Source: an optimization exercise on an open RTL-to-GDS flow (aim: small area, a short achievable clock period and few clock cycles). Production flows keep margins and buffers that such runs may drop. The RTL was checked by simulation tests, not by an equivalence proof against the original design. Power and IR drop assume default switching activity.

[flow/design.v]
`timescale 1ns / 1ps
package bmp_pkg;
   localparam logic [12:0] LIMIT_LEN    = 13'd4096;
   localparam logic [5:0]  LIMIT_BITS   = 6'd32;
   localparam logic [15:0] HEADER_BYTES = 16'd19;
   localparam logic [4:0]  MARKER_BYTES = 5'd16;
   localparam logic [5:0]  OPEN_FIXED   = 6'd29;
   localparam logic [4:0]  UPDATE_MIN   = 5'd23;
   localparam logic [7:0]  MARKER_BYTE  = 8'hFF;
   localparam logic [1:0] CSR_MAX_LEN   = 2'd0;
   localparam logic [1:0] CSR_MAX_BITS  = 2'd1;
   localparam logic [1:0] CSR_MIN_PLEN  = 2'd2;
   localparam logic [7:0] MT_OPEN   = 8'd1;
   localparam logic [7:0] MT_UPDATE = 8'd2;
   localparam logic [7:0] MT_LAST   = 8'd4;
   localparam logic [7:0] AT_ORIGIN  = 8'd1;
   localparam logic [7:0] AT_AS_PATH = 8'd2;
   localparam logic [7:0] AT_NHOP    = 8'd3;
   localparam logic [7:0] AT_MED     = 8'd4;
   localparam logic [7:0] AT_LPREF   = 8'd5;
   localparam logic [7:0] AT_ATOMIC  = 8'd6;
   localparam logic [7:0] AT_AGGR    = 8'd7;
   localparam logic [4:0] KIND_HEADER  = 5'd0;
   localparam logic [4:0] KIND_VERSION = 5'd1;
   localparam logic [4:0] KIND_ASN     = 5'd2;
   localparam logic [4:0] KIND_HOLD    = 5'd3;
   localparam logic [4:0] KIND_BGP_ID  = 5'd4;
   localparam logic [4:0] KIND_PARAM   = 5'd5;
   localparam logic [4:0] KIND_WDRAWN  = 5'd6;
   localparam logic [4:0] KIND_ORIGIN  = 5'd7;
   localparam logic [4:0] KIND_PATH    = 5'd8;
   localparam logic [4:0] KIND_NHOP    = 5'd9;
   localparam logic [4:0] KIND_MED     = 5'd10;
   localparam logic [4:0] KIND_LPREF   = 5'd11;
   localparam logic [4:0] KIND_ATOMIC  = 5'd12;
   localparam logic [4:0] KIND_AGGR    = 5'd13;
   localparam logic [4:0] KIND_NLRI    = 5'd14;
   localparam logic [4:0] KIND_EMPTY   = 5'd15;
   localparam logic [4:0] KIND_END     = 5'd16;
   localparam logic [3:0] ST_OK       = 4'd0;
   localparam logic [3:0] ST_MARKER   = 4'd1;
   localparam logic [3:0] ST_LENGTH   = 4'd2;
   localparam logic [3:0] ST_TYPE     = 4'd3;
   localparam logic [3:0] ST_PARAMS   = 4'd4;
   localparam logic [3:0] ST_PREFIX   = 4'd5;
   localparam logic [3:0] ST_ATOMIC   = 4'd6;
   localparam logic [3:0] ST_ATTR     = 4'd7;
   localparam logic [3:0] ST_NLRI     = 4'd8;
   localparam logic [3:0] ST_UNPARSED = 4'd9;
   typedef enum logic [22:0] {
      PH_IDLE    = 23'h000001,
      PH_MARKER  = 23'h000002,
      PH_LEN     = 23'h000004,
      PH_TYPE    = 23'h000008,
      PH_O_VER   = 23'h000010,
      PH_O_ASN   = 23'h000020,
      PH_O_HOLD  = 23'h000040,
      PH_O_ID    = 23'h000080,
      PH_O_PLEN  = 23'h000100,
      PH_O_PTYPE = 23'h000200,
      PH_O_PLENB = 23'h000400,
      PH_O_PVAL  = 23'h000800,
      PH_U_WLEN  = 23'h001000,
      PH_U_WPLEN = 23'h002000,
      PH_U_WPFX  = 23'h004000,
      PH_U_ALEN  = 23'h008000,
      PH_A_FLAGS = 23'h010000,
      PH_A_TYPE  = 23'h020000,
      PH_A_LEN   = 23'h040000,
      PH_A_VAL   = 23'h080000,
      PH_N_PLEN  = 23'h100000,
      PH_N_PFX   = 23'h200000,
      PH_SKIP    = 23'h400000
   } phase_type;
   typedef struct packed {
      phase_type   phase;
      logic [12:0] byte_pos;
      logic [12:0] msg_len;
      logic [7:0]  msg_type;
      logic [15:0] sec_len;
      logic [15:0] sec_used;
      logic [15:0] wdr_len;
      logic [15:0] attr_total;
      logic [31:0] acc;
      logic [15:0] bytes_left;
      logic [7:0]  attr_type;
      logic [7:0]  attr_flags;
      logic [7:0]  path_left;
   } parse_state_type;
   localparam parse_state_type PARSE_RESET = {PH_IDLE, 170'd0};   
   typedef struct packed {
      logic [4:0]  kind;
      logic [31:0] value;
      logic [15:0] aux;
      logic [3:0]  status;
      logic        last;
   } rec_type;
   typedef struct packed {
      rec_type    r0;
      rec_type    r1;
      logic [1:0] cnt;
   } rec_pair_type;
   function automatic rec_type mk_rec(logic [4:0] kind, logic [31:0] value,
                                      logic [15:0] aux);
      rec_type r;
      r.kind   = kind;
      r.value  = value;
      r.aux    = aux;
      r.status = ST_OK;
      r.last   = 1'b0;
      mk_rec = r;
   endfunction
   function automatic rec_type end_rec(logic [12:0] pos, logic [7:0] mtype,
                                       logic [3:0] status);
      rec_type r;
      r.kind   = KIND_END;
      r.value  = {19'd0, pos};
      r.aux    = {8'd0, mtype};
      r.status = status;
      r.last   = 1'b1;
      end_rec = r;
   endfunction
   function automatic rec_pair_type push(rec_pair_type p, rec_type r);
      rec_pair_type q;
      q = p;
      if (p.cnt == 2'd0) begin
         q.r0  = r;
         q.cnt = 2'd1;
      end else if (p.cnt == 2'd1) begin
         q.r1  = r;
         q.cnt = 2'd2;
      end
      push = q;
   endfunction
endpackage
`timescale 1ns / 1ps
module bgp_message_parser_unit (
   input  logic        clock,
   input  logic        reset,
   input  logic        req_tvalid,
   output logic        req_tready,
   input  logic [7:0]  req_tdata,    
   input  logic        req_tuser,    
   output logic        rsp_tvalid,
   input  logic        rsp_tready,
   output logic [55:0] rsp_tdata,    
   output logic [4:0]  rsp_tuser,    
   output logic        rsp_tlast,    
   input  logic        csr_valid,
   output logic        csr_ready,
   input  logic [1:0]  csr_index,
   input  logic [12:0] csr_data
);
   logic [12:0] max_len_ff;
   logic [5:0]  max_bits_ff;
   logic [7:0]  min_plen_ff;
   bmp_pkg::parse_state_type state_ff, state_in;
   bmp_pkg::rec_pair_type    recs;
   logic [57:0] queue_ff [4];   
   logic [1:0] wr_ptr_ff, wr_ptr_in;
   logic [1:0] rd_ptr_ff, rd_ptr_in;
   logic [2:0] count_ff, count_in;
   logic req_fire, rsp_fire;
   assign req_tready = (count_ff <= 3'd2);
   assign req_fire   = req_tvalid & req_tready;
   assign rsp_fire   = rsp_tvalid & rsp_tready;
   assign csr_ready  = 1'b1;
   always_ff @(posedge clock) begin
      if (reset) begin
         max_len_ff  <= bmp_pkg::LIMIT_LEN;
         max_bits_ff <= bmp_pkg::LIMIT_BITS;
         min_plen_ff <= 8'd2;
      end else if (csr_valid) begin
         unique case (csr_index)
            bmp_pkg::CSR_MAX_LEN:  max_len_ff  <= csr_data;
            bmp_pkg::CSR_MAX_BITS: max_bits_ff <= csr_data[5:0];
            bmp_pkg::CSR_MIN_PLEN: min_plen_ff <= csr_data[7:0];
            default: ;
         endcase
      end
   end
   always_comb begin : decode
      bmp_pkg::parse_state_type s;
      bmp_pkg::rec_pair_type    r;
      logic [7:0]  b;
      logic [15:0] v;
      logic [12:0] lim;
      logic [5:0]  blim;
      logic [8:0]  nb9;
      logic [3:0]  nb;
      logic [1:0]  pidx;
      logic [15:0] aidx;
      logic        ok;
      logic        bad;
      s    = state_ff;
      r    = '0;
      b    = req_tdata;
      v    = '0;
      nb9  = '0;
      nb   = '0;
      pidx = '0;
      aidx = '0;
      ok   = 1'b0;
      bad  = 1'b0;
      lim  = (max_len_ff > bmp_pkg::LIMIT_LEN) ? bmp_pkg::LIMIT_LEN : max_len_ff;
      blim = (max_bits_ff > bmp_pkg::LIMIT_BITS) ? bmp_pkg::LIMIT_BITS : max_bits_ff;
      if (req_fire) begin
         if (req_tuser) begin
            if (s.phase != bmp_pkg::PH_IDLE) begin
               r = bmp_pkg::push(r, bmp_pkg::end_rec(s.byte_pos, s.msg_type,
                                                     bmp_pkg::ST_LENGTH));
            end
            s       = bmp_pkg::PARSE_RESET;
            s.phase = bmp_pkg::PH_MARKER;
         end
         if (s.phase != bmp_pkg::PH_IDLE) begin
            s.byte_pos = s.byte_pos + 13'd1;
            unique case (s.phase)
               bmp_pkg::PH_MARKER: begin
                  if (b != bmp_pkg::MARKER_BYTE) begin
                     r = bmp_pkg::push(r, bmp_pkg::end_rec(s.byte_pos, s.msg_type,
                                                           bmp_pkg::ST_MARKER));
                     s.phase = bmp_pkg::PH_IDLE;
                  end else if (s.byte_pos >= {8'd0, bmp_pkg::MARKER_BYTES}) begin
                     s.phase      = bmp_pkg::PH_LEN;
                     s.bytes_left = 16'd2;
                     s.acc        = '0;
                  end
               end
               bmp_pkg::PH_LEN: begin
                  s.acc = {s.acc[23:0], b};
                  if (s.bytes_left != 16'd0) s.bytes_left = s.bytes_left - 16'd1;
                  if (s.bytes_left == 16'd0) begin
                     v = s.acc[15:0];
                     if (v < bmp_pkg::HEADER_BYTES || v > {3'd0, lim}) begin
                        r = bmp_pkg::push(r, bmp_pkg::end_rec(s.byte_pos, s.msg_type,
                                                              bmp_pkg::ST_LENGTH));
                        s.phase = bmp_pkg::PH_IDLE;
                     end else begin
                        s.msg_len = v[12:0];
                        s.phase   = bmp_pkg::PH_TYPE;
                     end
                  end
               end
               bmp_pkg::PH_TYPE: begin
                  s.msg_type = b;
                  if (b < bmp_pkg::MT_OPEN || b > bmp_pkg::MT_LAST) begin
                     r = bmp_pkg::push(r, bmp_pkg::end_rec(s.byte_pos, s.msg_type,
                                                           bmp_pkg::ST_TYPE));
                     s.phase = bmp_pkg::PH_IDLE;
                  end else begin
                     r = bmp_pkg::push(r, bmp_pkg::mk_rec(bmp_pkg::KIND_HEADER,
                                                          {19'd0, s.msg_len}, {8'd0, b}));
                     if (b == bmp_pkg::MT_OPEN) begin
                        s.phase = bmp_pkg::PH_O_VER;
                     end else if (b == bmp_pkg::MT_UPDATE) begin
                        s.phase      = bmp_pkg::PH_U_WLEN;
                        s.bytes_left = 16'd2;
                        s.acc        = '0;
                     end else begin
                        s.phase = bmp_pkg::PH_SKIP;
                     end
                  end
               end
               bmp_pkg::PH_O_VER: begin
                  r = bmp_pkg::push(r, bmp_pkg::mk_rec(bmp_pkg::KIND_VERSION,
                                                       {24'd0, b}, 16'd0));
                  s.phase      = bmp_pkg::PH_O_ASN;
                  s.bytes_left = 16'd2;
                  s.acc        = '0;
               end
               bmp_pkg::PH_O_ASN, bmp_pkg::PH_O_HOLD: begin
                  s.acc = {s.acc[23:0], b};
                  if (s.bytes_left != 16'd0) s.bytes_left = s.bytes_left - 16'd1;
                  if (s.bytes_left == 16'd0) begin
                     if (s.phase == bmp_pkg::PH_O_ASN) begin
                        r = bmp_pkg::push(r, bmp_pkg::mk_rec(bmp_pkg::KIND_ASN,
                                                             {16'd0, s.acc[15:0]}, 16'd0));
                        s.phase      = bmp_pkg::PH_O_HOLD;
                        s.bytes_left = 16'd2;
                     end else begin
                        r = bmp_pkg::push(r, bmp_pkg::mk_rec(bmp_pkg::KIND_HOLD,
                                                             {16'd0, s.acc[15:0]}, 16'd0));
                        s.phase      = bmp_pkg::PH_O_ID;
                        s.bytes_left = 16'd4;
                     end
                     s.acc = '0;
                  end
               end
               bmp_pkg::PH_O_ID: begin
                  s.acc = {s.acc[23:0], b};
                  if (s.bytes_left != 16'd0) s.bytes_left = s.bytes_left - 16'd1;
                  if (s.bytes_left == 16'd0) s.phase = bmp_pkg::PH_O_PLEN;
               end
               bmp_pkg::PH_O_PLEN: begin
                  if (b < min_plen_ff) begin
                     r = bmp_pkg::push(r, bmp_pkg::end_rec(s.byte_pos, s.msg_type,
                                                           bmp_pkg::ST_PARAMS));
                     s.phase = bmp_pkg::PH_IDLE;
                  end else if ({5'd0, b} + {7'd0, bmp_pkg::OPEN_FIXED} != s.msg_len) begin
                     r = bmp_pkg::push(r, bmp_pkg::end_rec(s.byte_pos, s.msg_type,
                                                           bmp_pkg::ST_LENGTH));
                     s.phase = bmp_pkg::PH_IDLE;
                  end else begin
                     r = bmp_pkg::push(r, bmp_pkg::mk_rec(bmp_pkg::KIND_BGP_ID,
                                                          s.acc, {8'd0, b}));
                     s.sec_len  = {8'd0, b};
                     s.sec_used = '0;
                     s.phase    = bmp_pkg::PH_O_PTYPE;
                  end
               end
               bmp_pkg::PH_O_PTYPE: begin
                  if ({1'b0, s.sec_used} + 17'd2 > {1'b0, s.sec_len}) begin
                     r = bmp_pkg::push(r, bmp_pkg::end_rec(s.byte_pos, s.msg_type,
                                                           bmp_pkg::ST_PARAMS));
                     s.phase = bmp_pkg::PH_IDLE;
                  end else begin
                     s.sec_used  = s.sec_used + 16'd1;
                     s.attr_type = b;
                     s.phase     = bmp_pkg::PH_O_PLENB;
                  end
               end
               bmp_pkg::PH_O_PLENB: begin
                  s.sec_used = s.sec_used + 16'd1;
                  if ({1'b0, s.sec_used} + {9'd0, b} > {1'b0, s.sec_len}) begin
                     r = bmp_pkg::push(r, bmp_pkg::end_rec(s.byte_pos, s.msg_type,
                                                           bmp_pkg::ST_PARAMS));
                     s.phase = bmp_pkg::PH_IDLE;
                  end else begin
                     r = bmp_pkg::push(r, bmp_pkg::mk_rec(bmp_pkg::KIND_PARAM,
                                                          {24'd0, b}, {8'd0, s.attr_type}));
                     if (b == 8'd0) begin
                        s.phase = bmp_pkg::PH_O_PTYPE;
                     end else begin
                        s.bytes_left = {8'd0, b};
                        s.phase      = bmp_pkg::PH_O_PVAL;
                     end
                  end
               end
               bmp_pkg::PH_O_PVAL: begin
                  s.sec_used = s.sec_used + 16'd1;
                  if (s.bytes_left != 16'd0) s.bytes_left = s.bytes_left - 16'd1;
                  if (s.bytes_left == 16'd0) s.phase = bmp_pkg::PH_O_PTYPE;
               end
               bmp_pkg::PH_U_WLEN: begin
                  s.acc = {s.acc[23:0], b};
                  if (s.bytes_left != 16'd0) s.bytes_left = s.bytes_left - 16'd1;
                  if (s.bytes_left == 16'd0) begin
                     v = s.acc[15:0];
                     if ({2'd0, v} + {13'd0, bmp_pkg::UPDATE_MIN} > {5'd0, s.msg_len}) begin
                        r = bmp_pkg::push(r, bmp_pkg::end_rec(s.byte_pos, s.msg_type,
                                                              bmp_pkg::ST_NLRI));
                        s.phase = bmp_pkg::PH_IDLE;
                     end else begin
                        s.wdr_len  = v;
                        s.sec_used = '0;
                        if (s.sec_used >= s.wdr_len) begin
                           s.phase      = bmp_pkg::PH_U_ALEN;
                           s.bytes_left = 16'd2;
                           s.acc        = '0;
                        end else begin
                           s.phase = bmp_pkg::PH_U_WPLEN;
                        end
                     end
                  end
               end
               bmp_pkg::PH_U_WPLEN, bmp_pkg::PH_N_PLEN: begin
                  nb9 = ({1'b0, b} + 9'd7) >> 3;
                  nb  = nb9[3:0];
                  if (b > {2'd0, blim}) begin
                     r = bmp_pkg::push(r, bmp_pkg::end_rec(s.byte_pos, s.msg_type,
                                                           bmp_pkg::ST_PREFIX));
                     s.phase = bmp_pkg::PH_IDLE;
                  end else begin
                     if (s.phase == bmp_pkg::PH_U_WPLEN) begin
                        s.sec_used = s.sec_used + 16'd1;
                        if ({1'b0, s.sec_used} + {13'd0, nb} > {1'b0, s.wdr_len}) begin
                           r = bmp_pkg::push(r, bmp_pkg::end_rec(s.byte_pos, s.msg_type,
                                                                 bmp_pkg::ST_PREFIX));
                           s.phase = bmp_pkg::PH_IDLE;
                           bad     = 1'b1;
                        end
                     end else if ({1'b0, s.byte_pos} + {10'd0, nb} > {1'b0, s.msg_len}) begin
                        r = bmp_pkg::push(r, bmp_pkg::end_rec(s.byte_pos, s.msg_type,
                                                              bmp_pkg::ST_NLRI));
                        s.phase = bmp_pkg::PH_IDLE;
                        bad     = 1'b1;
                     end
                     if (!bad) begin
                        s.path_left  = b;
                        s.bytes_left = {12'd0, nb};
                        s.acc        = '0;
                        if (nb == 4'd0) begin
                           if (s.phase == bmp_pkg::PH_U_WPLEN) begin
                              r = bmp_pkg::push(r, bmp_pkg::mk_rec(bmp_pkg::KIND_WDRAWN,
                                                                   32'd0, {8'd0, b}));
                              if (s.sec_used >= s.wdr_len) begin
                                 s.phase      = bmp_pkg::PH_U_ALEN;
                                 s.bytes_left = 16'd2;
                                 s.acc        = '0;
                              end
                           end else begin
                              r = bmp_pkg::push(r, bmp_pkg::mk_rec(bmp_pkg::KIND_NLRI,
                                                                   32'd0, {8'd0, b}));
                           end
                        end else begin
                           s.phase = (s.phase == bmp_pkg::PH_U_WPLEN) ?
                                     bmp_pkg::PH_U_WPFX : bmp_pkg::PH_N_PFX;
                        end
                     end
                  end
               end
               bmp_pkg::PH_U_WPFX, bmp_pkg::PH_N_PFX: begin
                  if (s.phase == bmp_pkg::PH_U_WPFX) s.sec_used = s.sec_used + 16'd1;
                  nb9  = ({1'b0, s.path_left} + 9'd7) >> 3;
                  pidx = nb9[1:0] - s.bytes_left[1:0];
                  s.acc = s.acc | ({b, 24'd0} >> {pidx, 3'd0});
                  if (s.bytes_left != 16'd0) s.bytes_left = s.bytes_left - 16'd1;
                  if (s.bytes_left == 16'd0) begin
                     if (s.phase == bmp_pkg::PH_U_WPFX) begin
                        r = bmp_pkg::push(r, bmp_pkg::mk_rec(bmp_pkg::KIND_WDRAWN,
                                                             s.acc, {8'd0, s.path_left}));
                        if (s.sec_used >= s.wdr_len) begin
                           s.phase      = bmp_pkg::PH_U_ALEN;
                           s.bytes_left = 16'd2;
                           s.acc        = '0;
                        end else begin
                           s.phase = bmp_pkg::PH_U_WPLEN;
                        end
                     end else begin
                        r = bmp_pkg::push(r, bmp_pkg::mk_rec(bmp_pkg::KIND_NLRI,
                                                             s.acc, {8'd0, s.path_left}));
                        s.phase = bmp_pkg::PH_N_PLEN;
                     end
                  end
               end
               bmp_pkg::PH_U_ALEN: begin
                  s.acc = {s.acc[23:0], b};
                  if (s.bytes_left != 16'd0) s.bytes_left = s.bytes_left - 16'd1;
                  if (s.bytes_left == 16'd0) begin
                     v = s.acc[15:0];
                     if ({2'd0, v} + {2'd0, s.wdr_len} + {13'd0, bmp_pkg::UPDATE_MIN}
                         > {5'd0, s.msg_len}) begin
                        r = bmp_pkg::push(r, bmp_pkg::end_rec(s.byte_pos, s.msg_type,
                                                              bmp_pkg::ST_NLRI));
                        s.phase = bmp_pkg::PH_IDLE;
                     end else begin
                        s.attr_total = v;
                        s.sec_used   = '0;
                        s.phase = (v == 16'd0) ? bmp_pkg::PH_N_PLEN : bmp_pkg::PH_A_FLAGS;
                     end
                  end
               end
               bmp_pkg::PH_A_FLAGS: begin
                  if ({1'b0, s.sec_used} + (b[4] ? 17'd4 : 17'd3) > {1'b0, s.attr_total})
                  begin
                     r = bmp_pkg::push(r, bmp_pkg::end_rec(s.byte_pos, s.msg_type,
                                                           bmp_pkg::ST_ATTR));
                     s.phase = bmp_pkg::PH_IDLE;
                  end else begin
                     s.sec_used   = s.sec_used + 16'd1;
                     s.attr_flags = b;
                     s.phase      = bmp_pkg::PH_A_TYPE;
                  end
               end
               bmp_pkg::PH_A_TYPE: begin
                  s.sec_used   = s.sec_used + 16'd1;
                  s.attr_type  = b;
                  s.bytes_left = s.attr_flags[4] ? 16'd2 : 16'd1;
                  s.acc        = '0;
                  s.phase      = bmp_pkg::PH_A_LEN;
               end
               bmp_pkg::PH_A_LEN: begin
                  s.sec_used = s.sec_used + 16'd1;
                  s.acc = {s.acc[23:0], b};
                  if (s.bytes_left != 16'd0) s.bytes_left = s.bytes_left - 16'd1;
                  if (s.bytes_left == 16'd0) begin
                     v = s.acc[15:0];
                     if ({1'b0, s.sec_used} + {1'b0, v} > {1'b0, s.attr_total}) begin
                        r = bmp_pkg::push(r, bmp_pkg::end_rec(s.byte_pos, s.msg_type,
                                                              bmp_pkg::ST_ATTR));
                        s.phase = bmp_pkg::PH_IDLE;
                     end else if (v == 16'd0) begin
                        if (s.attr_type == bmp_pkg::AT_ATOMIC) begin
                           r = bmp_pkg::push(r, bmp_pkg::mk_rec(bmp_pkg::KIND_ATOMIC, 32'd0,
                                                                {8'd0, s.attr_type}));
                        end else begin
                           r = bmp_pkg::push(r, bmp_pkg::mk_rec(bmp_pkg::KIND_EMPTY, 32'd0,
                                                                {8'd0, s.attr_type}));
                        end
                        s.phase = (s.sec_used >= s.attr_total) ?
                                  bmp_pkg::PH_N_PLEN : bmp_pkg::PH_A_FLAGS;
                     end else if (s.attr_type == bmp_pkg::AT_ATOMIC) begin
                        r = bmp_pkg::push(r, bmp_pkg::end_rec(s.byte_pos, s.msg_type,
                                                              bmp_pkg::ST_ATOMIC));
                        s.phase = bmp_pkg::PH_IDLE;
                     end else begin
                        priority case (s.attr_type)
                           bmp_pkg::AT_ORIGIN:  ok = (v == 16'd1);
                           bmp_pkg::AT_AS_PATH: ok = (v >= 16'd2);
                           bmp_pkg::AT_NHOP,
                           bmp_pkg::AT_MED,
                           bmp_pkg::AT_LPREF:   ok = (v == 16'd4);
                           bmp_pkg::AT_AGGR:    ok = (v == 16'd6);
                           default:             ok = 1'b0;
                        endcase
                        if (!ok) begin
                           r = bmp_pkg::push(r, bmp_pkg::end_rec(s.byte_pos, s.msg_type,
                                                                 bmp_pkg::ST_ATTR));
                           s.phase = bmp_pkg::PH_IDLE;
                        end else begin
                           s.sec_len    = v;
                           s.bytes_left = v;
                           s.acc        = '0;
                           s.phase      = bmp_pkg::PH_A_VAL;
                        end
                     end
                  end
               end
               bmp_pkg::PH_A_VAL: begin
                  s.sec_used = s.sec_used + 16'd1;
                  if (s.bytes_left != 16'd0) s.bytes_left = s.bytes_left - 16'd1;
                  priority case (s.attr_type)
                     bmp_pkg::AT_ORIGIN: begin
                        r = bmp_pkg::push(r, bmp_pkg::mk_rec(bmp_pkg::KIND_ORIGIN,
                                                             {24'd0, b}, 16'd1));
                     end
                     bmp_pkg::AT_NHOP, bmp_pkg::AT_MED, bmp_pkg::AT_LPREF: begin
                        s.acc = {s.acc[23:0], b};
                        if (s.bytes_left == 16'd0) begin
                           r = bmp_pkg::push(r, bmp_pkg::mk_rec(
                              (s.attr_type == bmp_pkg::AT_NHOP) ? bmp_pkg::KIND_NHOP :
                              (s.attr_type == bmp_pkg::AT_MED)  ? bmp_pkg::KIND_MED :
                                                                  bmp_pkg::KIND_LPREF,
                              s.acc, {8'd0, s.attr_type}));
                        end
                     end
                     bmp_pkg::AT_AGGR: begin
                        s.acc = {s.acc[23:0], b};
                        if (s.bytes_left == 16'd4) begin
                           s.sec_len = s.acc[15:0];
                           s.acc     = '0;
                        end
                        if (s.bytes_left == 16'd0) begin
                           r = bmp_pkg::push(r, bmp_pkg::mk_rec(bmp_pkg::KIND_AGGR,
                                                                s.acc, s.sec_len));
                        end
                     end
                     default: begin
                        aidx = s.sec_len - s.bytes_left - 16'd1;
                        if (aidx == 16'd0) begin
                           s.attr_flags = b;
                        end else if (aidx == 16'd1) begin
                           if ({8'd0, b, 1'b0} + 17'd2 != {1'b0, s.sec_len}) begin
                              r = bmp_pkg::push(r, bmp_pkg::end_rec(s.byte_pos, s.msg_type,
                                                                    bmp_pkg::ST_ATTR));
                              s.phase = bmp_pkg::PH_IDLE;
                              bad     = 1'b1;
                           end else begin
                              s.path_left = b;
                              s.acc       = '0;
                           end
                        end else begin
                           s.acc = {s.acc[23:0], b};
                           if (aidx[0]) begin
                              r = bmp_pkg::push(r, bmp_pkg::mk_rec(bmp_pkg::KIND_PATH,
                                                 {16'd0, s.acc[15:0]}, {8'd0, s.attr_flags}));
                              s.acc = '0;
                              if (s.path_left != 8'd0) s.path_left = s.path_left - 8'd1;
                           end
                        end
                     end
                  endcase
                  if (!bad && s.bytes_left == 16'd0) begin
                     s.phase = (s.sec_used >= s.attr_total) ?
                               bmp_pkg::PH_N_PLEN : bmp_pkg::PH_A_FLAGS;
                  end
               end
               default: ;
            endcase
            if (s.phase != bmp_pkg::PH_IDLE && s.msg_len != 13'd0 &&
                s.byte_pos == s.msg_len) begin
               if (s.phase == bmp_pkg::PH_O_PTYPE || s.phase == bmp_pkg::PH_N_PLEN) begin
                  r = bmp_pkg::push(r, bmp_pkg::end_rec(s.byte_pos, s.msg_type,
                                                        bmp_pkg::ST_OK));
               end else if (s.phase == bmp_pkg::PH_SKIP) begin
                  r = bmp_pkg::push(r, bmp_pkg::end_rec(s.byte_pos, s.msg_type,
                                                        bmp_pkg::ST_UNPARSED));
               end else begin
                  r = bmp_pkg::push(r, bmp_pkg::end_rec(s.byte_pos, s.msg_type,
                                                        bmp_pkg::ST_LENGTH));
               end
               s.phase = bmp_pkg::PH_IDLE;
            end
         end
      end
      state_in = s;
      recs     = r;
   end
   always_ff @(posedge clock) begin
      if (reset) begin
         state_ff <= bmp_pkg::PARSE_RESET;
      end else begin
         state_ff <= state_in;
      end
   end
   always_comb begin
      wr_ptr_in = wr_ptr_ff + recs.cnt;
      rd_ptr_in = rd_ptr_ff + {1'b0, rsp_fire};
      count_in  = count_ff + {1'b0, recs.cnt} - {2'd0, rsp_fire};
   end
   always_ff @(posedge clock) begin
      if (reset) begin
         wr_ptr_ff <= '0;
         rd_ptr_ff <= '0;
         count_ff  <= '0;
      end else begin
         wr_ptr_ff <= wr_ptr_in;
         rd_ptr_ff <= rd_ptr_in;
         count_ff  <= count_in;
      end
   end
   always_ff @(posedge clock) begin
      if (recs.cnt != 2'd0) queue_ff[wr_ptr_ff] <= recs.r0;
      if (recs.cnt == 2'd2) queue_ff[wr_ptr_ff + 2'd1] <= recs.r1;
   end
   bmp_pkg::rec_type head;
   assign head = queue_ff[rd_ptr_ff];
   assign rsp_tvalid = (count_ff != 3'd0);
   assign rsp_tdata  = {4'd0, head.status, head.aux, head.value};
   assign rsp_tuser  = head.kind;
   assign rsp_tlast  = head.last;
endmodule
[flow/run.sh]
#!/bin/bash
# synth_recipe.tcl (not shown) runs the flow's synth.tcl, then flattens the netlist and writes it again
# the make line also repeats each setting of config.mk as NAME=value (left out here)
make -C /OpenROAD-flow-scripts/flow DESIGN_CONFIG=/design/flow/config.mk WORK_HOME=/design/flow/orfs CLKGATE_MAP_FILE= SYNTH_SCRIPT=/design/flow/synth_recipe.tcl finish
[flow/config.mk]
export PLATFORM = sky130hd
export DESIGN_NAME = bgp_message_parser_unit
export DESIGN_NICKNAME = bgp_message_parser_unit
export VERILOG_FILES = /design/flow/design.v
export SDC_FILE = /design/flow/constraint.sdc
export NUM_CORES = 4
export LEC_CHECK = 0
export CAP_MARGIN = 20
export CORE_MARGIN = 2
export CORE_UTILIZATION = 40
export SLEW_MARGIN = 20
[flow/constraint.sdc]
create_clock -name core_clock -period 8.5 [get_ports {clock}]
set_input_delay 1.7000 -clock core_clock [delete_from_list [all_inputs] [get_ports {clock}]]
set_output_delay 1.7000 -clock core_clock [all_outputs]
set_load 0.01 [all_outputs]
==> results.txt <==
cell usage in the layout (no fill, tap or decap), types with 28 or more instances in the layout:
master           synthesis  routed
dfxtp_1                227     225
or3_1                   58      54
clkdlybuf4s50_1          0      78
nand3_1                127     125
a221oi_1                51      49
mux2i_1                154     151
a211oi_1                79      73
xnor2_1                120     117
a21oi_1                368     361
buf_4                   17     849
and3_1                  39      38
clkbuf_16                0      56
buf_12                   0      46
nand2_1                592     586
xor2_1                  47      47
edfxtp_1               228     228
nand2b_1                58      56
o21ai_0                313     303
mux4_2                  57      57
a21o_1                  54      54
or4_1                   38      35
ha_1                   319     311
o211ai_1                43      43
nor3_1                 182     172
nor2_1                 534     522
o22ai_1                 48      48
nand4_1                 63      63
o21a_1                  35      33
nor4_1                  54      50
o31ai_1                 30      28
a31oi_1                 59      55
nor2b_1                 87      85
inv_1                  159     156
a22oi_1                141     140
metrics by stage:
stage | area (sq um) | util, % | hold WS (ps) | TNS (ps)
final | 52700 | 50.9 | 456 | 0
after global routing | 52700 | 50.9 | 476 | -2120
after CTS | 52300 | 50.6 | 457 | 0
after detailed placement | 50400 | 48.7 | 448 | -257390
after global placement | 50400 | 48.7 | 445 | -232050
after floorplan | 42200 | - | 432 | -757220
worst min-delay path: stages (launching register included):
cell     delay, ps
dfxtp_1        310
nand2_1         50
a21oi_1         50
sequential cells by signal, summed over array words and instances, names as in the netlist:
signal / cells
queue_ff: 228
state_ff: 193
max_len_ff: 13
min_plen_ff: 8
max_bits_ff: 6
count_ff: 3
rd_ptr_ff: 2
wr_ptr_ff: 2
final cells by class:
type                       count  area share [%]
inverter                     166            1.19
multi-input combinational   4218            54.8
clock inverter                33           0.769
sequential                   455            21.6
clock buffer                  69            2.81
timing repair buffer         988            15.5
antenna                        3          0.0142
tap                         1380            3.28
synthesized netlist by cell type (18+ instances only):
library cell and count:
o21a_1 35, a22oi_1 141, dfxtp_1 227, xor2_1 47, nand3_1 127, and3_1 39, o21bai_1 23, a32oi_1 19
inv_1 159, or3_1 58, and2_1 29, or4_1 38, nor2_1 534, o221ai_1 18, a21oi_1 368, o211ai_1 43
xnor2_1 120, mux4_2 57, a21o_1 54, nor3_1 182, nor2b_1 87, o21ai_0 313, o22ai_1 48, a211oi_1 79
buf_1 36, nand2_1 592, nand3b_1 27, buf_2 32, edfxtp_1 228, o2111ai_1 19, or2_2 24, mux2i_1 154
clkbuf_1 274, nand4_1 63, nor4_1 54, a31oi_1 59, o31ai_1 30, nand2b_1 58, a221oi_1 51, ha_1 319
report_power, final:
group	leakage, uW	total (uW)	switching [uW]	internal [uW]
sequential	0.00389	2530	144	2390
clock	0.000896	2530	1100	1430
combinational	0.0158	3510	2040	1470
total	0.0206	8570	3290	5290
repair_timing:
item,4_1_cts,5_1_grt
hold buffers,0,0
cloned,0,1
endpoints found under the setup margin,21,464
pin swaps,0,32
gates resized for setup,3,67
buffers inserted,0,15
worst min-delay path by stage:
| stage | endpoint | start | cells after the start | slack (ps) |
|---|---|---|---|---|
| finish | max_len_ff[5] | max_len_ff[5] | 2 | 460 |
| global route | max_len_ff[7] | max_len_ff[7] | 2 | 480 |
| CTS | max_len_ff[5] | max_len_ff[5] | 2 | 460 |
| detailed placement | max_len_ff[5] | max_len_ff[5] | 2 | 450 |
| global placement | max_len_ff[4] | max_len_ff[4] | 2 | 440 |
| floorplan | state_ff[13] | state_ff[13] | 2 | 430 |
cell families after synthesis:
kind of cell / after synthesis
and+or+nand+nor: 1994
AOI/OAI and AO/OA: 1486
buffers and inverters: 534
DFF: 455
adders and majority gates: 332
muxes: 233
xor gates and xnor gates: 168
other: 2
layer usage:
layer / wire [um] / track usage (%)
met3: 20700 / 8.22
met2: 95000 / 61.4
met1: 85900 / 50.2
met4: 19900 / 29.5
met5: 62 / 0
==> impl_metrics.env <==
export IMPL_synth_xor_area_share_pct=3.54
export IMPL_die_w_um=327
export IMPL_synth_compound_area_share_pct=23.3
export IMPL_clk_latency_ps=720
export IMPL_fin_ws_ps=249
export IMPL_start_util_pct=40.3
export IMPL_reg2reg_depth=38
export IMPL_grtUsageTotal_pct=40.2
export IMPL_critPathTopFamily="buffers and inverters"
export IMPL_avgSynthCellArea_sq_um=8.02
export IMPL_drv_slew=0
export IMPL_power_density_mw_per_mm2=163
export IMPL_max_freq_ghz=0.121
export IMPL_multiInputGateArea_sq_mm=0.0289
export IMPL_ff_latch_area_sq_mm=0.0114
export IMPL_p_leak_uw=0.0206
export IMPL_worst_slew_pin_slew_ps=1280
export IMPL_ys_warnings_count=1
export IMPL_yosys_area_top_type="edfxtp_1"
export IMPL_cap_violations=0
export IMPL_via_per_inst=6.43
export IMPL_finalCritPeriodShare_pct=97.1
export IMPL_endpoint="queue_ff[3][33]"
export IMPL_drc=0
export IMPL_synth_edff_count=228
export IMPL_fin_cells=7312
export IMPL_synth_top_cell_area_share_pct=16.4
export IMPL_port_buffers=88
export IMPL_ys_types=110
export IMPL_root_buffer="clkbuf_16"
export IMPL_critical_path_class="in2reg"
export IMPL_critPathSlowestCell="or3_4"
export IMPL_yosysSeqAreaShare_pct=27.3
export IMPL_synth_area_sq_mm=0.0417
export IMPL_cts_max_level=2
export IMPL_worstReg2RegStart="state_ff[105]"
export IMPL_dr_pass1_iters=6
export IMPL_synthMuxAreaShare_pct=7.39
export IMPL_endpoint_kind="flip-flop"
export IMPL_grt_max_degree=122
export IMPL_skew_ps=57.9
export IMPL_synthAdderAreaFrac_pct=10.0
export IMPL_arrival_ps=8690
export IMPL_clockBufferDepth=3
export IMPL_netlist_instances=5204
export IMPL_ant_nets=0
export IMPL_wl_per_cell_um=30.3
export IMPL_fillers=10000
export IMPL_status="timing/DRC/antenna clean"
export IMPL_pin_count=94
export IMPL_grt_overflow=0
export IMPL_clk_pin_slew_ps=60
export IMPL_cts_sink_count=455
export IMPL_power_total_uw=8570
export IMPL_final_nets=6240
export IMPL_core_sq_mm=0.103
export IMPL_max_slew_margin_rel_pct=13.6
export IMPL_drt_total_wl_mm=222
export IMPL_timing_final_crit_period_ps=8250
export IMPL_cp_max_fo=7
export IMPL_via_count=47000
export IMPL_netlist_top_cells_area="edfxtp_1, dfxtp_1, ha_1"
export IMPL_synthArstFlopShare_pct=0
export IMPL_ir_drop_v=0.000161
export IMPL_synth_top_family_by_area="compound AO/OA/AOI/OAI gates"
export IMPL_finalHoldViolCount=0
export IMPL_dp_worst_setup_slack_ps=-728
export IMPL_dieArea_sq_mm=0.107
export IMPL_synth_ff_type="edfxtp_1"
export IMPL_grt_pass1_wl_mm=317
export IMPL_ys_seq_elements=455
export IMPL_grt_pass1_vias=45000
export IMPL_rr_endpoint="queue_ff[1][23]"
export IMPL_finalSetupViolations=0
export IMPL_hold_path_class="reg2reg"
export IMPL_cp_num_cells=40
export IMPL_numCtsBuffers=56
export IMPL_slowest_delay_ps=420
export IMPL_place_hpwl_mm=172
export IMPL_cts_tree="done"
export IMPL_required_ps=8940
export IMPL_fp_dieH_um=327
export IMPL_r2r_setup_slack_ps=1020
export IMPL_crit_start="req_tdata[1]"
export IMPL_num_rows=118
export IMPL_dp_cells=7191
export IMPL_startpoint_type="primary input"
export IMPL_antenna_found_initial=8
export IMPL_gp_congestion=1.05
export IMPL_drive_above_1_share_pct=21.2
export IMPL_synth_simple_gate_area_share_pct=23.2
export IMPL_critPathBufInv=12
export IMPL_syn_to_final_growth_pct=26.3
export IMPL_crit_top_cell="buf_4"
export IMPL_drt_initial_drc_count=5937
Testbench counts, summed over its fixed seeds: cycles 122,562.

port drivers added, routing unchanged:
No port has a modelled driver above. Below, the same layout with a new extraction and two added sets of constraints. Step 1 (the two cells are an assumption about what drives the block):
set clk [get_ports {clock}]
set_driving_cell -lib_cell sky130_fd_sc_hd__clkbuf_16 $clk
set_driving_cell -lib_cell sky130_fd_sc_hd__buf_2 [delete_from_list [all_inputs] $clk]
Step 2 times the ports against the registers' clock, not the clock port: input delays grow and output delays shrink by t, the midpoint of the rising clock arrivals with the driver on. a / b / c = ideal ports / drivers / drivers and shift; a / b = the first two.
shift t [ns]: 0.765
setup WS [ns]: 0.249 / 0.303 / -0.462
hold WS [ns]: 0.456 / 0.456 / 0.456
cell pins on the clock port's net: 1
With both steps, setup timing fails in this run, where it was met with ideal ports. The setup slack of this run moves by +0.054 ns with the drivers and by -0.711 ns with both steps.
